What follows belongs to an exercise in optimizing a design on an open flow for a short achievable clock period, few clock cycles and low power; a production flow would make more cautious choices. Where RTL was checked, it was by simulation tests only, not by an equivalence proof against the original. Only the layout flow was run in runs 2 to 5; the RTL was not checked for function there. Power and IR drop assume default switching activity.

$ cat flow/run.sh
#!/bin/bash
# synth_recipe.tcl (not shown) runs the flow's synth.tcl, then flattens the netlist and writes it again
# the make line also repeats each setting of config.mk as NAME=value (left out here)
make -C /OpenROAD-flow-scripts/flow DESIGN_CONFIG=/design/flow/config.mk WORK_HOME=/design/flow/orfs CLKGATE_MAP_FILE= SYNTH_SCRIPT=/design/flow/synth_recipe.tcl finish
$ cat flow/config.mk
export PLATFORM = sky130hd
export DESIGN_NAME = core_top
export DESIGN_NICKNAME = core_top
export VERILOG_FILES = /design/flow/design.v
export SDC_FILE = /design/flow/constraint.sdc
export NUM_CORES = 4
export LEC_CHECK = 0
export CAP_MARGIN = 20
export CORE_MARGIN = 2
export CORE_UTILIZATION = 65
export CTS_CLUSTER_DIAMETER = 80
export CTS_CLUSTER_SIZE = 20
export PLACE_DENSITY = 0.75
export SETUP_SLACK_MARGIN = 5
export SLEW_MARGIN = 20
$ cat flow/constraint.sdc
create_clock -name core_clock -period 8.0 [get_ports {clk}]
set_input_delay 1.6000 -clock core_clock [delete_from_list [all_inputs] [get_ports {clk}]]
set_output_delay 1.6000 -clock core_clock [all_outputs]
set_load 0.01 [all_outputs]
$ cat flow/design.v
package cpu_pkg;
    parameter int WORD_W    = 16;
    parameter int BYTE_W    = 8;
    parameter int PADDR_W   = 20;
    parameter int REG_IDX_W = 3;
endpackage
`timescale 1ns/100ps
import cpu_pkg::*;
module core_top #(
    parameter logic [cpu_pkg::PADDR_W-1:0] CODE_BASE   = '0,
    parameter logic [cpu_pkg::PADDR_W-1:0] DATA_BASE   = 20'h01000,
    parameter logic [cpu_pkg::PADDR_W-1:0] STACK_BASE  = 20'h02000,
    parameter logic [cpu_pkg::WORD_W-1:0]  SP_INIT     = 16'h0100,
    parameter int                          QUEUE_DEPTH = 4
) (
    input  logic                        clk,
    input  logic                        rst,
    output logic [cpu_pkg::PADDR_W-1:0] rom_addr,
    input  logic [cpu_pkg::BYTE_W-1:0]  rom_data,
    output logic                        mem_en,
    output logic                        mem_we,
    output logic [cpu_pkg::PADDR_W-1:0] mem_addr,
    output logic [cpu_pkg::WORD_W-1:0]  mem_wdata,
    input  logic [cpu_pkg::WORD_W-1:0]  mem_rdata,
    output logic                        halted
);
    localparam int PC_W = 12;
    localparam int MA_W = 17;
    localparam logic [2:0] S_OP    = 3'd0;
    localparam logic [2:0] S_MODRM = 3'd1;
    localparam logic [2:0] S_D1    = 3'd2;
    localparam logic [2:0] S_D2    = 3'd3;
    localparam logic [2:0] S_HALT  = 3'd4;
    localparam logic [2:0] K_IMM  = 3'd1;
    localparam logic [2:0] K_RR   = 3'd2;
    localparam logic [2:0] K_LD   = 3'd3;
    localparam logic [2:0] K_ST   = 3'd4;
    localparam logic [2:0] K_PUSH = 3'd5;
    localparam logic [2:0] K_POP  = 3'd6;
    logic [PC_W-1:0]    pc;
    logic [2:0]         st;
    logic               run;
    logic               halted_q;
    logic               f_two;      
    logic               f_sext;     
    logic               f_opd;      
    logic               f_opw;      
    logic               x_valid;
    logic [2:0]         x_kind;
    logic [2:0]         x_wp;       
    logic               x_lo;       
    logic               x_hi;       
    logic [2:0]         x_sp;       
    logic               x_shi;      
    logic [4:0]         x_use;      
    logic [WORD_W-1:0]  x_data;     
    logic               m_en;
    logic               m_we;
    logic [MA_W-1:0]    m_a;
    logic [WORD_W-1:0]  m_wd;
    logic               ld1_v;
    logic [2:0]         ld1_dst;
    logic               ld2_v;
    logic [2:0]         ld2_dst;
    logic [WORD_W-1:0]  regs [8];
    logic               is_imm, is_rr, is_ld, is_st, is_push, is_pop, is_mem;
    logic               use_src, is_wr, xw;
    logic               haz1, haz2;
    logic               stall;
    logic               go;
    logic               fen;
    logic               fwd;
    logic [WORD_W-1:0]  rv;
    logic [BYTE_W-1:0]  rb;
    logic [WORD_W-1:0]  xv;
    logic [WORD_W-1:0]  base_b;
    logic [WORD_W-1:0]  base_i;
    logic [WORD_W-1:0]  cs_s;
    logic [WORD_W-1:0]  cs_c;
    logic [WORD_W-1:0]  lo13;
    logic [WORD_W-1:0]  hs;
    logic [WORD_W-1:0]  spa;
    logic [4:0]         sp_top;
    logic [4:0]         top0;
    logic [4:0]         top1;
    logic [MA_W-1:0]    addr;
    assign is_imm  = (x_kind == K_IMM);
    assign is_rr   = (x_kind == K_RR);
    assign is_ld   = (x_kind == K_LD);
    assign is_st   = (x_kind == K_ST);
    assign is_push = (x_kind == K_PUSH);
    assign is_pop  = (x_kind == K_POP);
    assign is_mem  = is_ld | is_st | is_push | is_pop;
    assign use_src = is_rr | is_st | is_push;
    assign is_wr   = is_imm | is_rr;
    assign xw      = x_lo & x_hi;
    function automatic logic base_hit(input logic [4:0] use_, input logic [2:0] r);
        base_hit = (use_[0] && r == 3'd3) || (use_[1] && r == 3'd5) ||
                   (use_[2] && r == 3'd6) || (use_[3] && r == 3'd7) ||
                   (use_[4] && r == 3'd4);
    endfunction
    assign haz1  = ld1_v && ((use_src && x_sp == ld1_dst) ||
                             (is_wr && x_wp == ld1_dst) ||
                             base_hit(x_use, ld1_dst));
    assign haz2  = ld2_v && base_hit(x_use, ld2_dst);
    assign stall = x_valid && (haz1 || haz2);
    assign go    = x_valid && !stall;
    assign fen   = run && !stall;
    assign fwd = ld2_v && (x_sp == ld2_dst);
    assign rv  = fwd ? mem_rdata : regs[x_sp];
    assign rb  = x_shi ? rv[15:8] : rv[7:0];
    always_comb begin
        if (is_imm) xv = xw ? x_data : {x_data[7:0], x_data[7:0]};
        else        xv = xw ? rv : {rb, rb};
    end
    function automatic logic [WORD_W-1:0] ks_add(input logic [WORD_W-1:0] x,
                                                 input logic [WORD_W-1:0] y);
        logic [WORD_W-1:0] g, p, g2, p2;
        g = x & y;
        p = x ^ y;
        for (int d = 1; d < WORD_W; d = d * 2) begin
            g2 = g;
            p2 = p;
            for (int i = d; i < WORD_W; i++) begin
                g2[i] = g[i] | (p[i] & g[i-d]);
                p2[i] = p[i] & p[i-d];
            end
            g = g2;
            p = p2;
        end
        ks_add = (x ^ y) ^ {g[WORD_W-2:0], 1'b0};
    endfunction
    function automatic logic [4:0] inc4(input logic [3:0] h);
        inc4 = {&h[3:0], h[3] ^ (&h[2:0]), h[2] ^ (&h[1:0]), h[1] ^ h[0], !h[0]};
    endfunction
    assign base_b = ({WORD_W{x_use[0]}} & regs[3]) | ({WORD_W{x_use[1]}} & regs[5]);
    assign base_i = ({WORD_W{x_use[2]}} & regs[6]) | ({WORD_W{x_use[3]}} & regs[7]);
    assign cs_s = base_b ^ base_i ^ x_data;
    assign cs_c = {(base_b[14:0] & base_i[14:0]) | (base_b[14:0] & x_data[14:0]) |
                   (base_i[14:0] & x_data[14:0]), 1'b0};
    assign lo13 = ks_add({4'd0, cs_s[11:0]}, {4'd0, cs_c[11:0]});
    assign hs   = ks_add({12'd0, cs_s[15:12]}, {12'd0, cs_c[15:12]});
    assign top0 = inc4(hs[3:0]);
    assign top1 = inc4(4'(inc4(hs[3:0])));
    assign spa  = is_push ? regs[4] - WORD_W'(2) : regs[4];
    assign sp_top = 5'({1'b0, spa[15:12]} + 5'(STACK_BASE >> 12));
    always_comb begin
        if (is_push || is_pop) addr = {sp_top, spa[11:0]};
        else                   addr = {lo13[12] ? top1 : top0, lo13[11:0]};
    end
    always_ff @(posedge clk) begin
        m_a     <= addr;
        m_we    <= is_st || is_push;
        m_wd    <= rv;
        ld1_dst <= x_wp;
        ld2_dst <= ld1_dst;
    end
    always_ff @(posedge clk or negedge rst) begin
        if (!rst) begin
            m_en  <= 1'b0;
            ld1_v <= 1'b0;
            ld2_v <= 1'b0;
        end else begin
            m_en  <= go && is_mem;
            ld1_v <= go && (is_ld || is_pop);
            ld2_v <= ld1_v;
        end
    end
    always_ff @(posedge clk or negedge rst) begin
        if (!rst) begin
            for (int i = 0; i < 8; i++) begin
                regs[i] <= (i == 4) ? SP_INIT : '0;
            end
        end else begin
            for (int i = 0; i < 8; i++) begin
                if (i == 4 && go && is_push) begin
                    regs[i] <= regs[i] - WORD_W'(2);
                end else if (i == 4 && go && is_pop) begin
                    regs[i] <= regs[i] + WORD_W'(2);
                end else begin
                    if (go && is_wr && x_lo && x_wp == 3'(i)) begin
                        regs[i][7:0] <= xv[7:0];
                    end else if (ld2_v && ld2_dst == 3'(i)) begin
                        regs[i][7:0] <= mem_rdata[7:0];
                    end
                    if (go && is_wr && x_hi && x_wp == 3'(i)) begin
                        regs[i][15:8] <= xv[15:8];
                    end else if (ld2_v && ld2_dst == 3'(i)) begin
                        regs[i][15:8] <= mem_rdata[15:8];
                    end
                end
            end
        end
    end
    logic [BYTE_W-1:0]  b;
    logic               done;
    logic [1:0]         skip;
    logic               direct;
    assign b = rom_data;
    assign f_opd  = x_shi;
    assign f_opw  = x_lo;
    assign f_sext = (x_kind != K_IMM) && x_shi;
    assign f_two  = (x_kind == K_IMM) ? (x_lo && x_hi) : !x_shi;
    assign direct = (b[7:6] == 2'b00) && (b[2:0] == 3'b110);
    always_comb begin
        done = 1'b0;
        skip = 2'd0;
        case (st)
            S_OP:    done = (b[7:4] == 4'h5);
            S_MODRM: begin
                done = (b[7:6] == 2'b11) ||
                       (f_opw && b[7:6] == 2'b00 && b[2:0] != 3'b110);
                if (!f_opw && b[7:6] != 2'b11) begin
                    skip = (b[7:6] == 2'b01) ? 2'd1 :
                           (b[7:6] == 2'b10 || direct) ? 2'd2 : 2'd0;
                end
            end
            S_D1:    done = !f_two;
            S_D2:    done = 1'b1;
            default: done = 1'b0;
        endcase
    end
    always_ff @(posedge clk or negedge rst) begin
        if (!rst) begin
            pc      <= '0;
            st      <= S_OP;
            run     <= 1'b1;
            halted_q <= 1'b0;
            x_valid <= 1'b0;
        end else begin
            run     <= run && (st != S_HALT);
            halted_q <= !run || (st == S_HALT) ||
                        (fen && st == S_OP && b == 8'hF4 && !(go && is_mem));
            x_valid <= stall || (fen && done);
            if (fen) begin
                pc <= pc + PC_W'(skip) + PC_W'(1);
                case (st)
                    S_OP: begin
                        if (b[7:2] == 6'b100010)           st <= S_MODRM;
                        else if (b[7:4] == 4'hB)           st <= S_D1;
                        else if (b == 8'hA1 || b == 8'hA3) st <= S_D1;
                        else if (b == 8'hF4)               st <= S_HALT;
                    end
                    S_MODRM: begin
                        if (!done && skip == 2'd0 && (f_opw || b[7:6] == 2'b11)) st <= S_D1;
                        else                                                   st <= S_OP;
                    end
                    S_D1: begin
                        st <= f_two ? S_D2 : S_OP;
                    end
                    default: st <= S_OP;
                endcase
            end
        end
    end
    always_ff @(posedge clk) begin
        if (fen) begin
            case (st)
                S_OP: begin
                    x_wp   <= b[2:0];
                    x_sp   <= b[2:0];
                    x_shi  <= 1'b0;
                    x_lo   <= 1'b1;
                    x_hi   <= 1'b1;
                    x_use  <= 5'b10000;
                    x_data <= b[3] ? 16'h0000 : 16'hFFFE;
                    if (b[7:4] == 4'hB) begin
                        x_kind <= K_IMM;
                        if (!b[3]) begin
                            x_wp <= {1'b0, b[1:0]};
                            x_lo <= !b[2];
                            x_hi <= b[2];
                        end
                    end else if (b[7:4] == 4'h5) begin
                        x_kind <= b[3] ? K_POP : K_PUSH;
                    end else begin
                        x_kind <= b[1] ? K_ST : K_LD;
                        x_wp   <= 3'd0;
                        x_sp   <= 3'd0;
                        x_use  <= 5'b00000;
                    end
                    if (b[7:2] == 6'b100010) begin
                        x_shi <= b[1];
                        x_lo  <= b[0];
                    end
                end
                S_MODRM: begin
                    x_data <= '0;
                    if (b[7:6] == 2'b11) begin
                        x_kind <= K_RR;
                        if (f_opw) begin
                            x_wp  <= f_opd ? b[5:3] : b[2:0];
                            x_sp  <= f_opd ? b[2:0] : b[5:3];
                            x_shi <= 1'b0;
                            x_lo  <= 1'b1;
                            x_hi  <= 1'b1;
                        end else begin
                            x_wp  <= {1'b0, f_opd ? b[4:3] : b[1:0]};
                            x_sp  <= {1'b0, f_opd ? b[1:0] : b[4:3]};
                            x_shi <= f_opd ? b[2] : b[5];
                            x_lo  <= !(f_opd ? b[5] : b[2]);
                            x_hi  <= f_opd ? b[5] : b[2];
                        end
                    end else begin
                        x_kind <= f_opd ? K_LD : K_ST;
                        x_wp   <= b[5:3];
                        x_sp   <= b[5:3];
                        x_shi  <= (b[7:6] == 2'b01);
                    end
                    case (b[2:0])
                        3'd0:    x_use <= 5'b00101;
                        3'd1:    x_use <= 5'b01001;
                        3'd2:    x_use <= 5'b00110;
                        3'd3:    x_use <= 5'b01010;
                        3'd4:    x_use <= 5'b00100;
                        3'd5:    x_use <= 5'b01000;
                        3'd6:    x_use <= direct ? 5'b00000 : 5'b00010;
                        default: x_use <= 5'b00001;
                    endcase
                    if (b[7:6] == 2'b11) x_use <= 5'b00000;
                end
                S_D1: begin
                    x_data[7:0] <= b;
                    if (f_sext) x_data[15:8] <= {BYTE_W{b[7]}};
                end
                S_D2: begin
                    x_data[15:8] <= b;
                end
                default: ;
            endcase
        end
    end
    assign rom_addr  = PADDR_W'(CODE_BASE << 4) + PADDR_W'(pc);
    assign mem_en    = m_en;
    assign mem_we    = m_we;
    assign mem_addr  = PADDR_W'(m_a);
    assign mem_wdata = m_wd;
    assign halted    = halted_q;
endmodule
==> results_dict.tcl, run 1 <==
set metrics [dict create \
    grt_max_degree 80 \
    clk_pin_slew_ps 90 \
    numPortBuffers 73 \
    synth_edf_count 33 \
    postLayoutCoreUtil_pct 77.9 \
    synth.distinct_cells 87 \
    post-route-period-util_pct 43.4 \
    synthArstFlopShare_pct 67.1 \
    status "no timing/DRC/antenna violations" \
    synth-seq-cells 222 \
    first_pass_iters 13 \
    grtUsageTotal_pct 42.4 \
    path_class "reg -> reg" \
    start_util_pct 66.4 \
    area_growth_syn_to_layout_pct 17.3 \
    yosys_warnings 2 \
    die-area_mm2 0.0236 \
    wirelength_um 51900 \
    mappedNetlistArea_mm2 0.0145 \
    mostFrequentLayoutCells "248 x mux2i_1, 142 x dfrtp_1, 88 x nand2_1, 81 x nor2_1" \
    cts_buffers 16 \
    crit_fanout 4 \
    core_mm2 0.0219 \
    ys.flop_type "dfrtp_1" \
    root_buffer "clkbuf_16" \
    viasPerCell 7.19 \
    die_w_um 154 \
    drv_slew 0 \
    gr-total-overflow 0 \
    tightest_slew_ps 1150 \
    power.leakage_nw 7.71 \
    syn_area_per_cell_um2 9.79 \
    clk_path_buf_depth 3 \
    layout-drive-gt1-share_pct 19.1 \
    finalNetCount 1610 \
    htree_num_levels 1 \
    final_common_cell "mux2i_1" \
    drt_iter0_drc 2153 \
    io_pins 85 \
    peakVddDrop_uv 162 \
    max_freq_ghz 0.288 \
    finalSetupViolations 0 \
    cp-start-kind "flop" \
    drc_errors 0 \
    grt_pass1_wl_um 76700 \
    hold_viol_final 0 \
    clock-sinks 222 \
    fin_crit_ps 3470 \
    dpl.hpwl_um 34700 \
    row_count 54 \
    grt_pass1_vias 12526 \
    globalplace.congestion 1.08 \
    endpoint_kind "flop" \
    vias 13181 \
    crit_arrival_ps 3850 \
    relSlewSlack_pct 22.8 \
    cts_tree "yes" \
    clock_skew_ps 23.0 \
    clk-insertion-delay-late_ps 510 \
    power_per_cell_area_mw_per_mm2 121 \
    min_path_type "reg -> reg" \
    antenna_found_initial 1 \
    synth_cells 1485 \
    antenna_left 0 \
    maxCapViolCount 0 \
    wl_per_cell_um 28.3 \
    crit_required_ps 8380 \
    setup_tns_ps 0 \
    die_y_um 154 \
    seq_area_frac_synth_pct 38.0 \
    rsz0062_at_grt "true" \
]
path summary, 6_finish.rpt:
path | slack, ps | endpoint | cells after the start | startpoint
max in group asynchronous | 5410 | regs[5][2] | 2 | rst
worst max register to register | 4530 | m_a[6] | 12 | x_use[3]
min in group asynchronous | 1150 | regs[3][13] | 1 | rst
worst max-delay path | 4530 | m_a[6] | 12 | x_use[3]
worst min-delay path | 450 | ld2_v | 0 | ld1_v
worst min register to register | 450 | ld2_v | 0 | ld1_v
where the power goes:
| part | leakage, nW | internal [W] | switching, W |
|---|---|---|---|
| combinational | 5.00 | 0.0000209 | 0.0000580 |
| clock | 0.238 | 0.000401 | 0.000436 |
| sequential | 2.47 | 0.00114 | 0.00000293 |
worst max-delay path: stages (launching register included):
cell      delay, ps
edfxtp_1        490
buf_4           210
a22o_1          240
fa_2            580
ha_1            260
a211oi_1        450
nor2_1          160
o21a_1          210
nor2_1          170
xor2_1          260
o22ai_1         110
o21ai_0         130
o21ai_0          90
cell usage after synthesis (5+ instances only):
master     instances  area, um^2
inv_1             37         139
buf_1             17        63.8
a31oi_1           10        62.6
mux2i_1          249        2490
nand3_1           38         190
nand2_1          100         375
or3_1             13        81.3
or2_2              6        37.5
nor3b_1            9        67.6
o22ai_1           15        93.8
a32oi_1            5        43.8
a311oi_1           6        52.6
a21o_1             6        45.0
xnor2_1           30         263
o21ai_0           81         405
buf_4             15         113
o211ai_1          11        82.6
a221oi_1          10        87.6
mux2_2            16         180
nand4_1            5        31.3
o31ai_1            7        52.6
nor2_1            87         327
nand2b_1          23         144
nor2b_1           15        93.8
o32ai_1            6        52.6
clkbuf_1          71         267
a22o_1            35         307
edfxtp_1          33         991
a211oi_1           9        67.6
xor2_1            23         201
and3_1            23         144
dfxtp_1           40         801
a2bb2oi_1          7        61.3
a32o_1             8        80.1
fa_1              18         360
nor3_1            29         145
o221ai_1          10        87.6
a21oi_1           67         335
and2_1             9        56.3
a22oi_1           15         113
ha_1              23         288
buf_2             22         110
dfrtp_1          147        3680
cells by family after synthesis:
logic type / count (synthesis) / share of synthesized area [%]
adder cells (fa/ha/maj): 41 / 4.46
flip-flops: 222 / 38.0
multiplexers: 272 / 19.4
AO/OA/AOI/OAI: 346 / 16.2
AND/OR/NAND/NOR: 381 / 13.2
XOR/XNOR: 53 / 3.19
buffers and inverters: 169 / 5.51
other: 1 / 0.0258
registers in the layout, indices dropped and copies added (netlist names), 3 cells and up:
signal	count
x_wp	3
x_kind	3
ld1_dst	3
x_use	5
ld2_dst	3
x_data	16
pc	12
m_a	17
m_wd	16
x_sp	3
st	3
regs	128
routing by layer:
layer	GRT usage (%)	part of all wire, %	vias to the layer above
met5	0	0	-
met4	22.7	6.8	0
met3	12.3	13	277
met2	61.9	43	1083
met1	57.3	37	6286
li1	-	-	5535
per-stage QoR:
stage,setup slack (ps),std cells,hold slack (ps),power [W],instance area (um^2)
floorplan,4830,1495,326,0.00121,14700
global placement,4060,1734,421,0.00125,15200
detailed placement,4000,1735,423,0.00125,15200
CTS,4610,1811,433,0.00206,16500
global route,4460,1833,447,0.00210,17100
finish,4530,1834,449,0.00206,17100
layout make-up:
cell class	instances	area, um^2
tap	280	350
fill	1508	4830
sequential	222	5530
clock inverter	6	50.0
clock buffer	22	444
timing repair buffer	162	1520
multi-input combinational	1104	9020
antenna	1	2.50
inverter	37	145
repair_timing:
item | 4_1_cts | 5_1_grt
cloned | 1 | 0
setup endpoints to repair | 211 | 189
pin swaps | 14 | 18
setup buffers | 47 | 22
hold buffers | 0 | 0
gates resized for setup | 134 | 100
Testbench counts, summed over its fixed seeds: cycles 31,400.
==> run 2: changes to the inputs <==
--- a/flow/design.v
+++ b/flow/design.v
@@ -53,6 +53,6 @@
     logic [2:0]         x_sp;       
     logic               x_shi;      
-    logic [4:0]         x_use;      
-    logic [WORD_W-1:0]  x_data;     
+    logic [3:0]         x_use;      
+    logic [WORD_W-1:0]  x_data;
     logic               m_en;
     logic               m_we;
@@ -78,10 +78,6 @@
     logic [WORD_W-1:0]  cs_s;
     logic [WORD_W-1:0]  cs_c;
-    logic [WORD_W-1:0]  lo13;
-    logic [WORD_W-1:0]  hs;
-    logic [WORD_W-1:0]  spa;
-    logic [4:0]         sp_top;
-    logic [4:0]         top0;
-    logic [4:0]         top1;
+    logic [WORD_W-1:0]  dsum;
+    logic [WORD_W-1:0]  ssum;
     logic [MA_W-1:0]    addr;
     assign is_imm  = (x_kind == K_IMM);
@@ -100,8 +96,10 @@
                    (use_[4] && r == 3'd4);
     endfunction
+    logic [4:0] use5;
+    assign use5 = {is_push || is_pop, x_use};
     assign haz1  = ld1_v && ((use_src && x_sp == ld1_dst) ||
                              (is_wr && x_wp == ld1_dst) ||
-                             base_hit(x_use, ld1_dst));
-    assign haz2  = ld2_v && base_hit(x_use, ld2_dst);
+                             base_hit(use5, ld1_dst));
+    assign haz2  = ld2_v && base_hit(use5, ld2_dst);
     assign stall = x_valid && (haz1 || haz2);
     assign go    = x_valid && !stall;
@@ -131,7 +129,4 @@
         ks_add = (x ^ y) ^ {g[WORD_W-2:0], 1'b0};
     endfunction
-    function automatic logic [4:0] inc4(input logic [3:0] h);
-        inc4 = {&h[3:0], h[3] ^ (&h[2:0]), h[2] ^ (&h[1:0]), h[1] ^ h[0], !h[0]};
-    endfunction
     assign base_b = ({WORD_W{x_use[0]}} & regs[3]) | ({WORD_W{x_use[1]}} & regs[5]);
     assign base_i = ({WORD_W{x_use[2]}} & regs[6]) | ({WORD_W{x_use[3]}} & regs[7]);
@@ -139,13 +134,9 @@
     assign cs_c = {(base_b[14:0] & base_i[14:0]) | (base_b[14:0] & x_data[14:0]) |
                    (base_i[14:0] & x_data[14:0]), 1'b0};
-    assign lo13 = ks_add({4'd0, cs_s[11:0]}, {4'd0, cs_c[11:0]});
-    assign hs   = ks_add({12'd0, cs_s[15:12]}, {12'd0, cs_c[15:12]});
-    assign top0 = inc4(hs[3:0]);
-    assign top1 = inc4(4'(inc4(hs[3:0])));
-    assign spa  = is_push ? regs[4] - WORD_W'(2) : regs[4];
-    assign sp_top = 5'({1'b0, spa[15:12]} + 5'(STACK_BASE >> 12));
+    assign dsum = ks_add(cs_s, cs_c);
+    assign ssum = ks_add(regs[4], x_data);
     always_comb begin
-        if (is_push || is_pop) addr = {sp_top, spa[11:0]};
-        else                   addr = {lo13[12] ? top1 : top0, lo13[11:0]};
+        if (is_push || is_pop) addr = {ssum[15:12] < 4'(STACK_BASE >> 12), ssum};
+        else                   addr = {dsum[15:12] < 4'(DATA_BASE >> 12), dsum};
     end
     always_ff @(posedge clk) begin
@@ -254,6 +245,15 @@
         end
     end
-    always_ff @(posedge clk) begin
-        if (fen) begin
+    always_ff @(posedge clk or negedge rst) begin
+        if (!rst) begin
+            x_kind <= '0;
+            x_wp   <= '0;
+            x_lo   <= 1'b0;
+            x_hi   <= 1'b0;
+            x_sp   <= '0;
+            x_shi  <= 1'b0;
+            x_use  <= '0;
+            x_data <= '0;
+        end else if (fen) begin
             case (st)
                 S_OP: begin
@@ -263,6 +263,6 @@
                     x_lo   <= 1'b1;
                     x_hi   <= 1'b1;
-                    x_use  <= 5'b10000;
-                    x_data <= b[3] ? 16'h0000 : 16'hFFFE;
+                    x_use  <= 4'b0000;
+                    x_data <= b[3] ? WORD_W'(STACK_BASE) : WORD_W'(STACK_BASE - 2);
                     if (b[7:4] == 4'hB) begin
                         x_kind <= K_IMM;
@@ -278,5 +278,5 @@
                         x_wp   <= 3'd0;
                         x_sp   <= 3'd0;
-                        x_use  <= 5'b00000;
+                        x_use  <= 4'b0000;
                     end
                     if (b[7:2] == 6'b100010) begin
@@ -286,5 +286,5 @@
                 end
                 S_MODRM: begin
-                    x_data <= '0;
+                    x_data <= WORD_W'(DATA_BASE);
                     if (b[7:6] == 2'b11) begin
                         x_kind <= K_RR;
@@ -309,21 +309,21 @@
                     end
                     case (b[2:0])
-                        3'd0:    x_use <= 5'b00101;
-                        3'd1:    x_use <= 5'b01001;
-                        3'd2:    x_use <= 5'b00110;
-                        3'd3:    x_use <= 5'b01010;
-                        3'd4:    x_use <= 5'b00100;
-                        3'd5:    x_use <= 5'b01000;
-                        3'd6:    x_use <= direct ? 5'b00000 : 5'b00010;
-                        default: x_use <= 5'b00001;
+                        3'd0:    x_use <= 4'b0101;
+                        3'd1:    x_use <= 4'b1001;
+                        3'd2:    x_use <= 4'b0110;
+                        3'd3:    x_use <= 4'b1010;
+                        3'd4:    x_use <= 4'b0100;
+                        3'd5:    x_use <= 4'b1000;
+                        3'd6:    x_use <= direct ? 4'b0000 : 4'b0010;
+                        default: x_use <= 4'b0001;
                     endcase
-                    if (b[7:6] == 2'b11) x_use <= 5'b00000;
+                    if (b[7:6] == 2'b11) x_use <= 4'b0000;
                 end
                 S_D1: begin
                     x_data[7:0] <= b;
-                    if (f_sext) x_data[15:8] <= {BYTE_W{b[7]}};
+                    if (f_sext) x_data[15:8] <= {BYTE_W{b[7]}} + BYTE_W'(DATA_BASE >> 8);
                 end
                 S_D2: begin
-                    x_data[15:8] <= b;
+                    x_data[15:8] <= (x_kind == K_IMM) ? b : b + BYTE_W'(DATA_BASE >> 8);
                 end
                 default: ;
==> run 2 against run 1 <==
Compared with the run above: area after synthesis rose by 2.2%; non-clock buffer count rose by 1; total power rose by 22%; worst setup slack got worse by 6.0 ps; hold slack got worse by 40 ps; utilization fell by 0.79 points; critical path depth fell by 1; clock power rose by 0.8%; global-route usage barely moved; routed wire length rose by 0.29%.
==> results_dict.tcl, run 2 <==
set metrics [dict create \
    start_util_pct 65.8 \
    top_register "regs" \
    first_pass_iters 6 \
    tightest_slew_ps 1030 \
    crit_required_ps 8410 \
    place_inst 1826 \
    ys.flop_type "dfrtp_1" \
    n_fill_cell 1571 \
    antenna_found_initial 0 \
    rsz0062_at_grt "true" \
    crit_start "x_use[3]" \
    yosys_warnings 2 \
    globalplace.congestion 1.01 \
    viasPerCell 7.05 \
    maxCapViolCount 0 \
    yosysTopAreaCell "dfrtp_1" \
    endpoint_kind "flop" \
    top_regs "regs (128), m_a (17)" \
    core_mm2 0.0226 \
    cp_slowest_cell "or4_4" \
    post_dp_cell_area_mm2 0.0157 \
    postLayoutCoreUtil_pct 77.2 \
    grt_pass1_vias 12924 \
    wirelength_um 52000 \
    row_count 55 \
    drv_slew 0 \
    grt_pass1_wl_um 77500 \
    synth_edf_count 0 \
    synth_most_common_cell "mux2i_1" \
    worst-path-buf-inv 1 \
    fin_crit_ps 3480 \
    area_growth_syn_to_layout_pct 17.2 \
    r2r-start "x_use[3]" \
    clk_path_buf_depth 3 \
    numPortBuffers 73 \
    crit_arrival_ps 3890 \
    clk-insertion-delay-late_ps 520 \
    mostFrequentLayoutCells "219 x mux2i_1, 168 x dfrtp_1, 118 x nand2_1, 98 x nor2_1, 92 x a21oi_1" \
    max_freq_ghz 0.288 \
    drt_iter0_drc 1617 \
    finalNetCount 1707 \
    synth_cells 1562 \
    die_w_um 155 \
    setup_tns_ps 0 \
    synth_top_area_share_pct 30.1 \
    synth_commonest_cells "220 x mux2i_1, 179 x dfrtp_1, 122 x nand2_1" \
    fin_area_mm2 0.0174 \
    dpl.hpwl_um 34800 \
    clock_skew_ps 26.9 \
    path_delay_family "compound AO/OA/AOI/OAI gates" \
    clock-sinks 221 \
    path_class "reg -> reg" \
    vias 13547 \
    clk_pin_slew_ps 90 \
    cpPeakStageDelay_ps 520 \
    layout-drive-gt1-share_pct 18.6 \
    crit_chain "buf_12, a22o_4, fa_1, ha_2, or4_4, o211ai_1, a21oi_2, a2111o_1, a21oi_2, xnor2_2, a31o_2" \
    wl_per_cell_um 27.1 \
    antenna_left 0 \
    synthArstFlopShare_pct 81.9 \
    status "no timing/DRC/antenna violations" \
    synth-seq-cells 221 \
    yosys-top-cells-area "dfrtp_1 30%, mux2i_1 15%, dfxtp_1 5.4%" \
    gr-total-overflow 0 \
    cts_buffers 16 \
    htree_num_levels 1 \
    grt_max_degree 112 \
    power_per_cell_area_mw_per_mm2 144 \
    crit_fanout 12 \
    root_buffer "clkbuf_16" \
    largest_reg_flops 128 \
    drc_errors 0 \
    syn_area_per_cell_um2 9.51 \
    seq_area_frac_synth_pct 35.9 \
    final_common_cell "mux2i_1" \
    hold_viol_final 0 \
    min-delay-start "ld1_v" \
    die-area_mm2 0.0241 \
    peakVddDrop_uv 195 \
    min_path_type "reg -> reg" \
    mappedNetlistArea_mm2 0.0149 \
    relSlewSlack_pct 31.5 \
    post-route-period-util_pct 43.5 \
    die_y_um 155 \
    cp-start-kind "flop" \
    cts_tree "yes" \
    synth.distinct_cells 91 \
    io_pins 85 \
    cpMostUsedCell "a21oi_2" \
    num_antenna_cells 0 \
    power.leakage_nw 7.37 \
    finalSetupViolations 0 \
    grtUsageTotal_pct 42.4 \
    stdcell_count 1921 \
]
==> run 2: cell count changes after synthesis, moves of 22 or more <==
| cell | before | now |
|---|---|---|
| a21oi_1 | 67 | 100 |
| dfrtp_1 | 147 | 179 |
| edfxtp_1 | 33 | 0 |
| mux2i_1 | 249 | 220 |
| nand2_1 | 100 | 122 |
==> run 2: kinds of logic after synthesis <==
logic type | count (synthesis) | share of synthesized area (%)
adders and majority gates | 55 | 5.54
AOI/OAI and AO/OA | 374 | 17.1
muxes | 257 | 18.5
and+or+nand+nor | 415 | 14.1
DFF | 221 | 35.9
other | 1 | 0.0252
xor gates and xnor gates | 61 | 3.65
buffers and inverters | 178 | 5.28
==> run 2: final cells by class <==
| class | count | area (um^2) | share of cell area, % |
|---|---|---|---|
| clock inverters | 5 | 46.3 | 0.266 |
| clock buffers | 23 | 448 | 2.57 |
| inverters | 51 | 199 | 1.14 |
| well taps | 285 | 357 | 2.05 |
| repair buffers | 163 | 1600 | 9.21 |
| flip-flops and latches | 221 | 5360 | 30.8 |
| multi-input cells | 1173 | 9400 | 54.0 |
==> run 2: path summary, 6_finish.rpt <==
| check | to | slack, ps | cells after the start |
|---|---|---|---|
| max | m_a[16] | 4520 | 11 |
| min | ld2_v | 410 | 0 |
| max reg2reg | m_a[16] | 4520 | 11 |
| min reg2reg | ld2_v | 410 | 0 |
| max in group asynchronous | x_wp[1] | 5550 | 2 |
| min in group asynchronous | regs[6][5] | 1200 | 1 |
==> run 2: per-stage QoR <==
step / hold WS, ps / setup slack (ps) / total power [W]
6_report: 409 / 4520 / 0.00251
2_1_floorplan: 345 / 4770 / 0.00148
4_1_cts: 409 / 4610 / 0.00248
3_3_place_gp: 377 / 3920 / 0.00164
3_5_place_dp: 383 / 3840 / 0.00164
5_1_grt: 419 / 4420 / 0.00258
==> run 2: power by group <==
part           internal [W]  leakage (nW)  switching [W]
sequential          0.00116          2.51      0.0000430
clock              0.000404         0.237       0.000441
combinational      0.000202          4.62       0.000261
==> run 2: what timing repair did <==
item                       in CTS  in global routing
resized for setup             144                 76
hold buffers                    0                  0
setup endpoints to repair     206                182
gates cloned                    0                  0
pin swaps                      25                 16
buffers inserted               49                 18
==> run 2: per-layer routing <==
layer  wire length [um]  GRT usage, %  up-vias
met2              22400          63.3      877
met3               5780          9.28      257
met4               4350          27.0        0
met5                  0             0        -
li1                   -             -     5789
met1              19500          56.2     6624
==> run 3: changes to the inputs <==
--- a/flow/design.v
+++ b/flow/design.v
@@ -245,15 +245,6 @@
         end
     end
-    always_ff @(posedge clk or negedge rst) begin
-        if (!rst) begin
-            x_kind <= '0;
-            x_wp   <= '0;
-            x_lo   <= 1'b0;
-            x_hi   <= 1'b0;
-            x_sp   <= '0;
-            x_shi  <= 1'b0;
-            x_use  <= '0;
-            x_data <= '0;
-        end else if (fen) begin
+    always_ff @(posedge clk) begin
+        if (fen) begin
             case (st)
                 S_OP: begin
==> run 3 against run 2 <==
Compared with the run above: still clean; first-iteration DRC count shrank 5.1%; sequential share of layout area is 1.2 points higher; die area hardly changed; clock power shrank 5.2%; routed wire length fell by 5.6%; total power down 12%; sequential power barely moved; combinational power fell by about 50%; hold slack gained 28 ps; fmax grew 4.6%; critical path type unchanged; largest power group unchanged.
==> results_dict.tcl, run 3 <==
set metrics [dict create \
    crit_fanout 8 \
    synthArstFlopShare_pct 67.4 \
    drc_errors 0 \
    synth_top_area_share_pct 24.8 \
    power.leakage_nw 7.24 \
    drv_slew 0 \
    hold_buffers 0 \
    hold_viol_final 0 \
    post_dp_cell_area_mm2 0.0156 \
    tightest_slew_ps 1010 \
    dpl.hpwl_um 34300 \
    clock_skew_ps 26.0 \
    top_register "regs" \
    finalNetCount 1646 \
    globalplace.congestion 1.03 \
    setup_tns_ps 0 \
    grt_pass1_wl_um 73700 \
    post-route-period-util_pct 41.6 \
    cp_slowest_cell "fa_1" \
    r2r-start "x_use[0]" \
    peakVddDrop_uv 174 \
    vias 13003 \
    grt_pass1_vias 12294 \
    root_buffer "clkbuf_16" \
    yosysTopAreaCell "dfrtp_1" \
    cts_tree "yes" \
    synth_cells 1518 \
    antenna_left 0 \
    die_w_um 155 \
    status "no timing/DRC/antenna violations" \
    crit_chain "buf_4, clkbuf_16, a22o_1, fa_1, ha_2, a21o_1, a21oi_1, nand2_1, o21ai_2, mux2i_1, nor2_1, a32o_1" \
    power_per_cell_area_mw_per_mm2 129 \
    min_path_type "reg -> reg" \
    synth-seq-cells 221 \
    relSlewSlack_pct 32.1 \
    clk-insertion-delay-late_ps 520 \
    cpPeakStageDelay_ps 530 \
    ys.flop_type "dfrtp_1" \
    yosys_warnings 2 \
    synth_most_common_cell "mux2i_1" \
    maxCapViolCount 0 \
    clk_path_buf_depth 3 \
    mappedNetlistArea_mm2 0.0148 \
    fin_area_mm2 0.0172 \
    die-area_mm2 0.0241 \
    core_mm2 0.0225 \
    cp-start-kind "flop" \
    antenna_found_initial 0 \
    num_antenna_cells 0 \
    clk_pin_slew_ps 80 \
    ff2ff_setup_slack_ps 4670 \
    endpoint_kind "flop" \
    largest_reg_flops 128 \
    rsz0062_at_grt "true" \
    layout-drive-gt1-share_pct 14.5 \
    top_regs "regs (128), m_a (17)" \
    die_y_um 155 \
    seq_area_frac_synth_pct 37.0 \
    area_growth_syn_to_layout_pct 15.6 \
    r2r-end "m_a[16]" \
    yosys-top-cells-area "dfrtp_1 25%, mux2i_1 17%, edfxtp_1 6.5%" \
    grt_max_degree 78 \
    fin_crit_ps 3330 \
    path_class "reg -> reg" \
    grtUsageTotal_pct 40.4 \
    final_common_cell "mux2i_1" \
    io_pins 85 \
    crit_required_ps 8390 \
    synth_commonest_cells "247 x mux2i_1, 147 x dfrtp_1, 107 x nand2_1" \
    mostFrequentLayoutCells "241 x mux2i_1, 146 x dfrtp_1, 103 x nand2_1, 98 x nor2_1, 82 x a21oi_1" \
    numPortBuffers 73 \
    first_pass_iters 5 \
    gr-total-overflow 0 \
    cts_buffers 15 \
    n_fill_cell 1598 \
    syn_area_per_cell_um2 9.78 \
    endpoint "m_a[16]" \
    synth.distinct_cells 86 \
    row_count 55 \
    finalSetupViolations 0 \
    r2r_cells 12 \
    wl_per_cell_um 26.4 \
    crit_arrival_ps 3710 \
    start_util_pct 66.0 \
    viasPerCell 6.99 \
    htree_num_levels 1 \
    max_freq_ghz 0.301 \
    synth_edf_count 32 \
    drt_iter0_drc 1535 \
    wirelength_um 49100 \
    crit_start "x_use[0]" \
    clock-sinks 221 \
]
## run 3: cell types whose count changed after synthesis, moves of 10 or more
cell	change
nand2b_1	+10
nand3_1	-10
mux2i_1	+27
edfxtp_1	+32
mux2_2	-12
a21oi_1	-15
a211oi_1	-12
nand2_1	-15
dfrtp_1	-32
xor2_1	-14
## run 3: cell families (layout without fill, tap and decap cells)
group	Yosys count	after routing	share of synthesized area, %
buf+inv	164	210	4.83
mux	275	275	19.9
simple gates	414	414	14.6
xor+xnor	54	54	3.24
fa+ha+maj	55	55	5.55
other cells	1	11	0.0253
flops	221	221	37.0
compound gates	334	334	14.9
## run 3: worst min path at each step
stage                    start    endpoint  slack, ps  cells after the start
global route        ld1_dst[2]  ld2_dst[2]        450                      0
finish              ld1_dst[2]  ld2_dst[2]        440                      0
CTS                 ld1_dst[2]  ld2_dst[2]        430                      0
detailed placement       ld1_v       ld2_v        400                      0
floorplan           ld1_dst[1]  ld2_dst[1]        330                      0
global placement         ld1_v       ld2_v        390                      0
## run 3: routing by layer
layer	GRT usage [%]	vias up	wire length [um]
met2	62.2	824	21700
met4	22.1	0	3510
met1	54.5	6338	18900
met3	7.41	221	5000
met5	0	-	0
li1	-	5620	-
## run 3: through the flow
step | hold slack [ps] | utilization (%) | setup slack, ps | cells | power, W
floorplan | 330 | - | 4840 | 1528 | 0.00134
global placement | 395 | 69.5 | 4060 | 1786 | 0.00142
detailed placement | 400 | 69.5 | 3940 | 1786 | 0.00143
CTS | 430 | 74.6 | 4720 | 1842 | 0.00221
global route | 446 | 76.2 | 4520 | 1859 | 0.00228
finish | 437 | 76.2 | 4670 | 1859 | 0.00222
## run 3: layout make-up
cell class	count	area, um^2	share of cell area (%)
multi-input combinational	1143	9230	53.8
sequential	221	5490	32.0
timing repair buffer	139	1450	8.42
clock buffer	23	437	2.55
tap	285	357	2.08
inverter	45	173	1.01
clock inverter	3	25.0	0.146
## run 3: critical path: cells and delay by family, from the launching register on
family / cells / cell delay, ps
and+or+nand+nor: 2 / 160
adders and majority gates: 2 / 840
AOI/OAI and AO/OA: 5 / 1160
buffers and inverters: 2 / 340
DFF: 1 / 430
muxes: 1 / 260
## run 3: where the power goes
group	total (W)	switching (W)	internal, W	leakage [nW]
Combinational	0.000233	0.000133	0.0000995	4.54
Clock	0.000800	0.000415	0.000385	0.220
Sequential	0.00118	0.0000216	0.00116	2.48
## run 3: repair_timing
action | in CTS | in global routing
setup endpoints to repair | 210 | 186
gates resized for setup | 116 | 64
pin swaps | 20 | 6
gates cloned | 0 | 1
setup buffers | 30 | 16
hold endpoints to repair | 0 | 0
==> run 4: changes to the inputs <==
==> flow/flow/run.sh (new file) <==
#!/bin/bash
# Layout flow: the standard flow (standard.sh), with two changes after
# synthesis, which is run unchanged:
#  - the resizer may swap a cell for one of another footprint
#    (MATCH_CELL_FOOTPRINT=0; the platform sets 1), so repair_timing can
#    upsize gates and buffers;
#  - the port buffers that global placement inserts are buf_4 cells rather
#    than the resizer's default (a delay buffer).
# Each step's full output goes to a log file in the work folder; ORFS's own
# per-step logs are under orfs/logs.
set -euo pipefail
bash standard.sh synth > flow_synth.log 2>&1
bash standard.sh MATCH_CELL_FOOTPRINT=0 \
    "BUFFER_PORTS_ARGS=-buffer_cell sky130_fd_sc_hd__buf_4" \
    finish > flow_layout.log 2>&1
==> flow/standard.sh (new file) <==
#!/bin/bash
# synth_recipe.tcl (not shown) runs the flow's synth.tcl, then flattens the netlist and writes it again
# the make line also repeats each setting of config.mk as NAME=value (left out here)
make -C /OpenROAD-flow-scripts/flow DESIGN_CONFIG=/design/flow/config.mk WORK_HOME=/design/flow/orfs CLKGATE_MAP_FILE= SYNTH_SCRIPT=/design/flow/synth_recipe.tcl "${@:-finish}"
removed: flow/run.sh
==> run 4 against run 3 <==
Compared with the run above: still clean on timing, DRC and antenna; sequential share of layout area fell by 0.11 points; worst setup slack barely moved; combinational power rose by 5%; count of clock-buffer cells in the layout did not move; via count rose by 1.6%.
==> results_dict.tcl, run 4 <==
set metrics [dict create \
    synth_compound_area_share_pct 14.9 \
    grt_max_degree 82 \
    die_y_um 155 \
    io_pins 85 \
    rsz0062_at_grt "true" \
    fin_crit_ps 3330 \
    muxShareOfSynthArea_pct 19.9 \
    p_sw_w 0.000603 \
    clk_pin_slew_ps 80 \
    cts_tree "yes" \
    max_freq_ghz 0.301 \
    largest_reg_flops 128 \
    synth_top_family_by_area "multiplexers" \
    yosysTopAreaCell "dfrtp_1" \
    viasPerCell 7.05 \
    synthArstFlopShare_pct 67.4 \
    synth_most_common_cell "mux2i_1" \
    clk-insertion-delay-late_ps 510 \
    post-route-period-util_pct 41.6 \
    clock-sinks 221 \
    final_common_cell "mux2i_1" \
    synth_commonest_cells "247 x mux2i_1, 147 x dfrtp_1, 107 x nand2_1" \
    power_frac_comb_pct 10.6 \
    maxCapViolCount 0 \
    globalplace.congestion 1.05 \
    tightest_slew_ps 966 \
    internal_power_w 0.00169 \
    path_class "reg -> reg" \
    endpoint_kind "flop" \
    post_dp_cell_area_mm2 0.0154 \
    root_buffer "clkbuf_16" \
    mappedNetlistArea_mm2 0.0148 \
    synth-seq-cells 221 \
    synth.distinct_cells 86 \
    core_mm2 0.0225 \
    drt_iter0_drc 1706 \
    switching_share_pct 26.2 \
    synth_cells 1518 \
    synth_edf_count 32 \
    relSlewSlack_pct 35.0 \
    ff2ff_setup_slack_ps 4670 \
    hold_viol_final 0 \
    postLayoutCoreUtil_pct 76.5 \
    vias 13210 \
    drv_slew 0 \
    clock_skew_ps 18.3 \
    pre_cts_slack_ps 4190 \
    die_w_um 155 \
    seq_area_frac_synth_pct 37.0 \
    antenna_found_initial 1 \
    wirelength_um 51400 \
    wl_per_cell_um 27.5 \
    finalSetupViolations 0 \
    seqPwrFrac_pct 51.9 \
    crit_arrival_ps 3720 \
    grt_pass1_wl_um 76300 \
    min_path_type "reg -> reg" \
    hold_buffers 0 \
    crit_fanout 7 \
    clk_path_buf_depth 3 \
    grt_pass1_vias 12561 \
    first_pass_iters 5 \
    antenna_left 0 \
    drc_errors 0 \
    cp-start-kind "flop" \
    gr-total-overflow 0 \
    ys.flop_type "dfrtp_1" \
    fin_ws_ps 4670 \
    layout-drive-gt1-share_pct 20.3 \
    yosys_warnings 2 \
    top_register "regs" \
    start_util_pct 66.0 \
    yosys-top-cells-area "dfrtp_1 25%, mux2i_1 17%, edfxtp_1 6.5%" \
    synth-simple-area-share_pct 14.6 \
    syn_area_per_cell_um2 9.78 \
    mostFrequentLayoutCells "242 x mux2i_1, 146 x dfrtp_1, 127 x buf_4, 103 x nand2_1, 98 x nor2_1" \
    peakVddDrop_uv 194 \
    fin_area_mm2 0.0172 \
    area_growth_syn_to_layout_pct 16.0 \
    crit_required_ps 8400 \
    clock_power_share_pct 37.5 \
    htree_num_levels 1 \
    die-area_mm2 0.0241 \
    yosys.area_share.adder_pct 5.55 \
    finalNetCount 1659 \
    grtUsageTotal_pct 41.7 \
    power.leakage_nw 7.28 \
    num_antenna_cells 0 \
    power_per_cell_area_mw_per_mm2 133 \
    n_fill_cell 1542 \
    numPortBuffers 73 \
    setup_tns_ps 0 \
    dpl.hpwl_um 35400 \
    cts_buffers 16 \
    row_count 55 \
    status "no timing/DRC/antenna violations" \
    synth_top_area_share_pct 24.8 \
    synth_xor_area_share_pct 3.24 \
    top_regs "regs (128), m_a (17)" \
]
## run 4: repair_timing
action | in CTS | in global routing
hold endpoints to repair | 0 | 0
gates resized for setup | 79 | 53
pin swaps | 28 | 12
gates cloned | 0 | 2
setup endpoints to repair | 185 | 173
buffers inserted | 43 | 21
## run 4: logic make-up (layout without fill, tap and decap cells)
group,count (synthesis),after routing
AO/OA/AOI/OAI,334,334
XOR/XNOR,54,54
adder cells (fa/ha/maj),55,55
buffers and inverters,164,223
flip-flops,221,221
multiplexers,275,275
other,1,11
AND/OR/NAND/NOR,414,415
## run 4: path summary, 6_finish.rpt
path	start	endpoint	cells after the start
min reg2reg	ld1_dst[2]	ld2_dst[2]	0
max	x_use[2]	m_a[16]	12
max reg2reg	x_use[2]	m_a[16]	12
max in group asynchronous	rst	regs[7][6]	2
min	ld1_dst[2]	ld2_dst[2]	0
min in group asynchronous	rst	regs[2][0]	1
## run 4: routing by layer
layer  part of all wire [%]  wire length (um)  global-route usage [%]  vias to the layer above
li1                       -                 -                       -                     5652
met1                     38             19400                    55.7                     6423
met2                     45             23100                    64.6                      892
met3                     10              5340                    8.19                      243
met4                    6.9              3530                    22.1                        0
met5                      0                 0                       0                        -
## run 4: power by group through the flow
stage / registers, W / clock network (W) / logic (W)
finish: 0.00119 / 0.000861 / 0.000244
global route: 0.00119 / 0.000900 / 0.000262
CTS: 0.00119 / 0.000862 / 0.000226
detailed placement: 0.00121 / 0 / 0.000214
global placement: 0.00121 / 0 / 0.000209
floorplan: 0.00121 / 0 / 0.000129
## run 4: metrics by stage
stage               hold slack, ps  total power (W)  std cells
finish                         431          0.00230       1873
global route                   449          0.00236       1873
CTS                            429          0.00228       1850
detailed placement             397          0.00143       1779
global placement               396          0.00142       1779
floorplan                      330          0.00134       1528
## run 4: area by class of cell
class / instances / area (um^2) / share of cell area (%)
tap: 285 / 357 / 2.07
clock buffer: 23 / 478 / 2.78
sequential: 221 / 5500 / 31.9
timing repair buffer: 150 / 1340 / 7.80
inverter: 45 / 173 / 1.00
clock inverter: 5 / 42.5 / 0.247
multi-input combinational: 1144 / 9330 / 54.2
## run 4: worst max-delay path, cell delays in order, from the launching register on
cell	delay (ps)
edfxtp_1	420
buf_12	170
buf_6	150
a22o_1	320
fa_1	490
ha_1	380
a21o_1	190
a21oi_1	180
nand2_1	90
o21ai_2	220
mux2i_1	280
nor2_1	70
a32o_1	270
==> run 5: changes to the inputs <==
==> flow/flow/run.sh (replaced) <==
#!/bin/bash
# Layout flow: the standard flow (standard.sh), with these changes after
# synthesis, which is run unchanged:
#  - the resizer may swap a cell for one of another footprint
#    (MATCH_CELL_FOOTPRINT=0; the platform sets 1), so repair_timing can
#    upsize gates and buffers;
#  - the port buffers that global placement inserts are buf_4 cells rather
#    than the resizer's default (a delay buffer);
#  - clock tree synthesis clusters up to 24 flip-flops within 90 um per leaf
#    buffer and adds no dummy loads.
# Each step's full output goes to a log file in the work folder; ORFS's own
# per-step logs are under orfs/logs.
set -euo pipefail
bash standard.sh synth > flow_synth.log 2>&1
bash standard.sh MATCH_CELL_FOOTPRINT=0 \
    "BUFFER_PORTS_ARGS=-buffer_cell sky130_fd_sc_hd__buf_4" \
    "CTS_ARGS=-sink_clustering_enable -repair_clock_nets -sink_clustering_size 24 -sink_clustering_max_diameter 90 -dont_use_dummy_load" \
    finish > flow_layout.log 2>&1
--- a/flow/config.mk
+++ b/flow/config.mk
@@ -9,6 +9,4 @@
 export CORE_MARGIN = 2
 export CORE_UTILIZATION = 65
-export CTS_CLUSTER_DIAMETER = 80
-export CTS_CLUSTER_SIZE = 20
 export PLACE_DENSITY = 0.75
 export SETUP_SLACK_MARGIN = 5
==> run 5 against run 4 <==
Compared with the run above: non-clock buffer count fell by 3; sequential power barely moved; sequential share of layout area rose by 0.51 points.
==> results_dict.tcl, run 5 <==
set metrics [dict create \
    cpPeakStageDelay_ps 490 \
    r2r_cells 13 \
    power_per_cell_area_mw_per_mm2 124 \
    cpMostUsedCell "a21o_1" \
    wirelength_um 51000 \
    io_pins 85 \
    path_class "reg -> reg" \
    grtUsageTotal_pct 41.4 \
    largest_reg_flops 128 \
    seq_area_frac_synth_pct 37.0 \
    top_register "regs" \
    ff2ff_setup_slack_ps 4670 \
    drc_errors 0 \
    htree_num_levels 1 \
    mappedNetlistArea_mm2 0.0148 \
    fin_crit_ps 3330 \
    final_common_cell "mux2i_1" \
    place_inst 1779 \
    max_freq_ghz 0.300 \
    clock_skew_ps 35.4 \
    clock-sinks 221 \
    endpoint_kind "flop" \
    hold_buffers 0 \
    finalNetCount 1653 \
    setup_tns_ps 0 \
    clock_power_share_pct 32.0 \
    crit_chain "buf_12, buf_4, a22o_1, fa_1, ha_1, a21o_1, a21o_1, a21oi_1, nand2_1, o21ai_2, mux2i_1, nor2_1, a32o_1" \
    start_util_pct 66.0 \
    viasPerCell 7.10 \
    fin_ws_ps 4670 \
    post-route-period-util_pct 41.7 \
    synth_most_common_cell "mux2i_1" \
    power.leakage_nw 7.13 \
    antenna_left 0 \
    numPortBuffers 73 \
    clk_pin_slew_ps 100 \
    ys.flop_type "dfrtp_1" \
    min-delay-start "ld1_dst[2]" \
    crit_fanout 10 \
    seqPwrFrac_pct 56.6 \
    tightest_slew_ps 914 \
    holdPathStages 0 \
    root_buffer "clkbuf_16" \
    power_frac_comb_pct 11.4 \
    cp_slowest_cell "fa_1" \
    stdcell_count 1858 \
    mostFrequentLayoutCells "242 x mux2i_1, 145 x dfrtp_1, 126 x buf_4, 101 x nand2_1, 98 x nor2_1" \
    synth.distinct_cells 86 \
    peakVddDrop_uv 207 \
    wl_per_cell_um 27.4 \
    worstHoldEndpoint "ld2_dst[2]" \
    cts_buffers 13 \
    globalplace.congestion 1.05 \
    crit_required_ps 8390 \
    synth_edf_count 32 \
    clk-insertion-delay-late_ps 500 \
    hold_viol_final 0 \
    finalSetupViolations 0 \
    area_growth_syn_to_layout_pct 14.2 \
    synth_top_area_share_pct 24.8 \
    rsz0062_at_grt "true" \
    yosys_warnings 2 \
    core_mm2 0.0225 \
    grt_pass1_wl_um 75800 \
    antenna_found_initial 1 \
    cp-start-kind "flop" \
    dpl.hpwl_um 35400 \
    internal_power_w 0.00156 \
    grt_pass1_vias 12538 \
    crit_arrival_ps 3720 \
    vias 13189 \
    synth_cells 1518 \
    synthArstFlopShare_pct 67.4 \
    gr-total-overflow 0 \
    pre_cts_slack_ps 4190 \
    synth-seq-cells 221 \
    switching_share_pct 26.0 \
    status "no timing/DRC/antenna violations" \
    first_pass_iters 6 \
    die_y_um 155 \
    synth_commonest_cells "247 x mux2i_1, 147 x dfrtp_1, 107 x nand2_1" \
    top_regs "regs (128), m_a (17)" \
    maxCapViolCount 0 \
    yosysTopAreaCell "dfrtp_1" \
    syn_area_per_cell_um2 9.78 \
    cts_tree "yes" \
    yosys-top-cells-area "dfrtp_1 25%, mux2i_1 17%, edfxtp_1 6.5%" \
    fin_area_mm2 0.0170 \
    relSlewSlack_pct 38.5 \
    post_dp_cell_area_mm2 0.0154 \
    min_path_type "reg -> reg" \
    die_w_um 155 \
    p_sw_w 0.000549 \
    die-area_mm2 0.0241 \
    r2r-start "x_use[3]" \
    layout-drive-gt1-share_pct 19.5 \
    row_count 55 \
    clk_path_buf_depth 3 \
    grt_max_degree 82 \
    drv_slew 0 \
    drt_iter0_drc 1483 \
    r2r-end "m_a[16]" \
]
-- run 5: cell type report --
cell class                 count  area [um^2]
clock buffer                  13          325
tap                          285          357
timing repair buffer         147         1310
multi-input combinational   1144         9280
antenna                        3         7.51
sequential                   221         5500
inverter                      45          173
fill                        1591         5550
-- run 5: metrics by stage --
step	utilization, %	hold WS (ps)	total power, W
3_5_place_dp	68.5	397	0.00143
5_1_grt	75.3	454	0.00217
2_1_floorplan	-	330	0.00134
6_report	75.3	441	0.00211
4_1_cts	73.5	433	0.00209
3_3_place_gp	68.5	396	0.00142
-- run 5: worst max path at each step --
stage / start / endpoint / slack (ps) / depth (start not counted)
2_1_floorplan: x_use[2] / m_a[16] / 4860 / 15
3_3_place_gp: x_sp[2] / regs[4][7] / 4130 / 8
3_5_place_dp: x_sp[2] / regs[4][7] / 4190 / 8
4_1_cts: x_use[3] / m_a[16] / 4760 / 13
5_1_grt: x_use[2] / m_a[16] / 4550 / 14
6_report: x_use[3] / m_a[16] / 4670 / 13
-- run 5: worst max-delay path, delay by kind of cell (launching register included) --
family                   cells  cell delay, ps
AO/OA/AOI/OAI                6            1260
adder cells (fa/ha/maj)      2             740
flip-flops                   1             440
buffers and inverters        2             350
multiplexers                 1             260
AND/OR/NAND/NOR              2             170
-- run 5: power by group through the flow --
stage               Sequential, W  Clock (W)  Combinational (W)
finish                    0.00119   0.000675           0.000239
global route              0.00119   0.000713           0.000258
CTS                       0.00119   0.000674           0.000228
detailed placement        0.00121          0           0.000214
global placement          0.00121          0           0.000209
floorplan                 0.00121          0           0.000129
-- run 5: routing by layer --
layer  vias up  GRT usage (%)  share of wire [%]
met3       227           8.11                9.7
met1      6505           55.2                 38
met5         -           2.07               0.13
met4         2           22.8                7.2
met2       822           63.9                 45
li1       5633              -                  -
-- run 5: cell families after synthesis --
family | after synthesis | synth area share, %
flops | 221 | 37.0
xor+xnor | 54 | 3.24
other cells | 1 | 0.0253
compound gates | 334 | 14.9
mux | 275 | 19.9
simple gates | 414 | 14.6
buf+inv | 164 | 4.83
fa+ha+maj | 55 | 5.55
-- run 5: what timing repair did --
item | 4_1_cts | 5_1_grt
buffers inserted | 43 | 18
gates resized for setup | 74 | 46
endpoints found under the setup margin | 186 | 143
pin swaps | 23 | 15
cloned | 0 | 2
==> run 6: changes to the inputs <==
--- a/flow/design.v
+++ b/flow/design.v
@@ -57,5 +57,6 @@
     logic               m_en;
     logic               m_we;
-    logic [MA_W-1:0]    m_a;
+    logic [WORD_W-1:0]  m_a;
+    logic               m_stack;
     logic [WORD_W-1:0]  m_wd;
     logic               ld1_v;
@@ -80,5 +81,5 @@
     logic [WORD_W-1:0]  dsum;
     logic [WORD_W-1:0]  ssum;
-    logic [MA_W-1:0]    addr;
+    logic [WORD_W-1:0]  addr;
     assign is_imm  = (x_kind == K_IMM);
     assign is_rr   = (x_kind == K_RR);
@@ -136,10 +137,8 @@
     assign dsum = ks_add(cs_s, cs_c);
     assign ssum = ks_add(regs[4], x_data);
-    always_comb begin
-        if (is_push || is_pop) addr = {ssum[15:12] < 4'(STACK_BASE >> 12), ssum};
-        else                   addr = {dsum[15:12] < 4'(DATA_BASE >> 12), dsum};
-    end
+    assign addr = (is_push || is_pop) ? ssum : dsum;
     always_ff @(posedge clk) begin
         m_a     <= addr;
+        m_stack <= is_push || is_pop;
         m_we    <= is_st || is_push;
         m_wd    <= rv;
@@ -325,5 +324,8 @@
     assign mem_en    = m_en;
     assign mem_we    = m_we;
-    assign mem_addr  = PADDR_W'(m_a);
+    assign mem_addr  = {3'b000,
+                        m_stack ? (m_a[15:12] < 4'(STACK_BASE >> 12))
+                                : (m_a[15:12] < 4'(DATA_BASE >> 12)),
+                        m_a};
     assign mem_wdata = m_wd;
     assign halted    = halted_q;
==> run 6 against run 5 <==
Compared with the run above: still clean on timing, DRC and antenna; clock skew fell by 6.3 ps; global-route usage rose by 0.088 points; first-iteration DRC count rose by 16%; area after synthesis fell by 1.3%; final cell count did not move; utilization rose by 0.61 points; highest routed layer is now met4.
==> results_dict.tcl, run 6 <==
set metrics [dict create \
    root_buffer "clkbuf_16" \
    globalplace.congestion 1.05 \
    final_common_cell "dfrtp_1" \
    wl_per_cell_um 27.1 \
    post-route-period-util_pct 42.7 \
    yosysTopAreaCell "dfrtp_1" \
    status "no timing/DRC/antenna violations" \
    path_class "reg -> reg" \
    largest_reg_flops 128 \
    power_per_cell_area_mw_per_mm2 122 \
    r2r-end "m_a[15]" \
    synth_cells 1531 \
    antenna_found_initial 0 \
    final-seq-area_mm2 0.00550 \
    synth.distinct_cells 90 \
    yosys-top-cells-area "dfrtp_1 25%, mux2i_1 7.6%, edfxtp_1 6.6%" \
    cts_tree "yes" \
    dpl.hpwl_um 34400 \
    first_pass_iters 7 \
    r2r-start "x_use[3]" \
    wirelength_um 50300 \
    grt_pass1_vias 12693 \
    fin_crit_ps 3410 \
    max_freq_ghz 0.293 \
    io_pins 85 \
    grtUsageTotal_pct 41.5 \
    grt_max_degree 87 \
    grt_pass1_wl_um 75700 \
    r2r_cells 11 \
    rsz0062_at_grt "true" \
    endpoint_kind "flop" \
    synth_most_common_cell "dfrtp_1" \
    tightest_slew_ps 876 \
    num_antenna_cells 0 \
    top_register "regs" \
    synthArstFlopShare_pct 67.4 \
    synth_commonest_cells "147 x dfrtp_1, 132 x a21oi_1, 116 x nor2_1" \
    die_w_um 154 \
    die-area_mm2 0.0238 \
    mostFrequentLayoutCells "144 x dfrtp_1, 125 x buf_4, 124 x a21oi_1, 113 x nor2_1, 112 x mux2i_1" \
    htree_num_levels 1 \
    drv_slew 0 \
    core_mm2 0.0220 \
    relSlewSlack_pct 41.2 \
    drt_iter0_drc 1726 \
    maxCapViolCount 0 \
    seq_area_frac_synth_pct 37.5 \
    viasPerCell 7.18 \
    finalNetCount 1661 \
    clock-sinks 221 \
    hold_buffers 0 \
    post_dp_cell_area_mm2 0.0152 \
    drc_errors 0 \
    fin_area_mm2 0.0167 \
    synth_edf_count 32 \
    row_count 54 \
    yosys_warnings 2 \
    gr-total-overflow 0 \
    holdPathStages 0 \
    antenna_left 0 \
    cp-start-kind "flop" \
    synth-seq-cells 221 \
    mappedNetlistArea_mm2 0.0147 \
    vias 13332 \
    pre_cts_slack_ps 4140 \
    clock_skew_ps 29.1 \
    hold_viol_final 0 \
    min-delay-start "ld1_v" \
    min_path_type "reg -> reg" \
    clk-insertion-delay-late_ps 490 \
    die_y_um 154 \
    crit_required_ps 8360 \
    synth_top_area_share_pct 25.1 \
    area_growth_syn_to_layout_pct 13.8 \
    setup_tns_ps 0 \
    postLayoutCoreUtil_pct 75.9 \
    worstHoldEndpoint "ld2_v" \
    fin_ws_ps 4590 \
    multi_input_area_mm2 0.00907 \
    syn_area_per_cell_um2 9.57 \
    n_fill_cell 1595 \
    start_util_pct 66.8 \
    clk_path_buf_depth 3 \
    cts_buffers 13 \
    clk_pin_slew_ps 100 \
    crit_fanout 6 \
    ys.flop_type "dfrtp_1" \
    crit_arrival_ps 3780 \
    layout-drive-gt1-share_pct 22.2 \
    ff2ff_setup_slack_ps 4590 \
    numPortBuffers 73 \
    finalSetupViolations 0 \
    peakVddDrop_uv 206 \
    power.leakage_nw 7.52 \
]
==> run 6: kinds of logic after synthesis <==
kind of cell / count (synthesis) / share of synthesized area (%)
buf+inv: 159 / 5.00
fa+ha+maj: 55 / 5.62
other cells: 1 / 0.0256
simple gates: 454 / 16.5
compound gates: 418 / 19.0
xor+xnor: 58 / 3.52
flops: 221 / 37.5
mux: 165 / 12.9
==> run 6: final cells by class <==
| cell class | instances | share of cell area (%) |
|---|---|---|
| inverter | 35 | 0.818 |
| multi-input combinational | 1162 | 54.4 |
| sequential | 221 | 33.0 |
| tap | 280 | 2.10 |
| clock buffer | 13 | 1.95 |
| timing repair buffer | 147 | 7.79 |
==> run 6: critical path, cell delays in order (launching register included) <==
cell,delay (ps)
edfxtp_1,580
buf_6,190
a22o_1,310
fa_1,470
ha_1,260
or3_1,390
o211a_1,250
or3_1,310
o211ai_1,120
o21ai_1,120
xnor2_1,190
a21oi_1,80
==> run 6: where the power goes <==
group	internal, W	leakage [nW]	switching, W
sequential	0.00115	2.55	0.0000196
combinational	0.0000782	4.81	0.000110
clock	0.000293	0.160	0.000379
==> run 6: worst max-delay path by stage <==
stage,start,endpoint
final,x_use[3],m_a[15]
after global routing,x_use[3],m_a[15]
after CTS,x_use[1],m_a[15]
after detailed placement,x_use[1],m_a[15]
after global placement,x_sp[1],x_sp[2]
after floorplan,rom_data[6],pc[8]
==> run 6: what timing repair did <==
| item | CTS | global route |
|---|---|---|
| endpoints found under the setup margin | 180 | 149 |
| buffers inserted | 37 | 20 |
| resized for setup | 61 | 66 |
| pin swaps | 21 | 33 |
| cloned | 0 | 1 |
==> run 6: layer usage <==
| layer | up-vias | part of all wire, % | wire (um) | GRT usage (%) |
|---|---|---|---|---|
| met2 | 991 | 44 | 22300 | 63.9 |
| met5 | - | 0 | 0 | 0.414 |
| met3 | 275 | 11 | 5720 | 9.05 |
| met1 | 6383 | 37 | 18400 | 54.7 |
| met4 | 0 | 7.7 | 3890 | 23.6 |
| li1 | 5683 | - | - | - |
==> run 6: stage by stage <==
stage                     std cells  power, W  hold slack, ps
final                          1858   0.00203             409
after global routing           1858   0.00208             432
after CTS                      1837   0.00201             403
after detailed placement       1787   0.00136             380
after global placement         1785   0.00136             379
after floorplan                1541   0.00129             326
Testbench counts of run 6, summed over its fixed seeds: cycles 31,386.

static timing again, ports no longer ideal:
The flow's constraints put no driver on any port. The routed layouts listed below were extracted and timed again, unchanged, in two steps.
Step 1: set_driving_cell puts a clkbuf_16 on clk and a buf_2 on each other input, an assumption about the parent block.
Step 2 adds t to the input delays and takes it off the output delays; t is the mean of the earliest and latest rising clock arrival at the registers after step 1. Input paths then give back, and output paths get back, about the clock's delay inside the block.
Three values: no drivers, after step 1, after step 2; two values: the first two.
run	shift t [ns]	setup WS [ns]	worst setup path after step 2
run 1	0.548	4.529 / 4.529 / 4.489	input to register
run 2	0.558	4.523 / 4.523 / 4.455	input to register
run 3	0.552	4.675 / 4.675 / 4.475	input to register
run 4	0.556	4.675 / 4.675 / 4.604	input to register
run 5	0.530	4.667 / 4.667 / 4.637	input to register
run 6	0.534	4.588 / 4.588 / 4.526	input to register
After both steps every run listed still meets setup and hold. The setup slack of run 3, which loses most, moves by 0.000 ns with the drivers and by -0.200 ns with both steps.
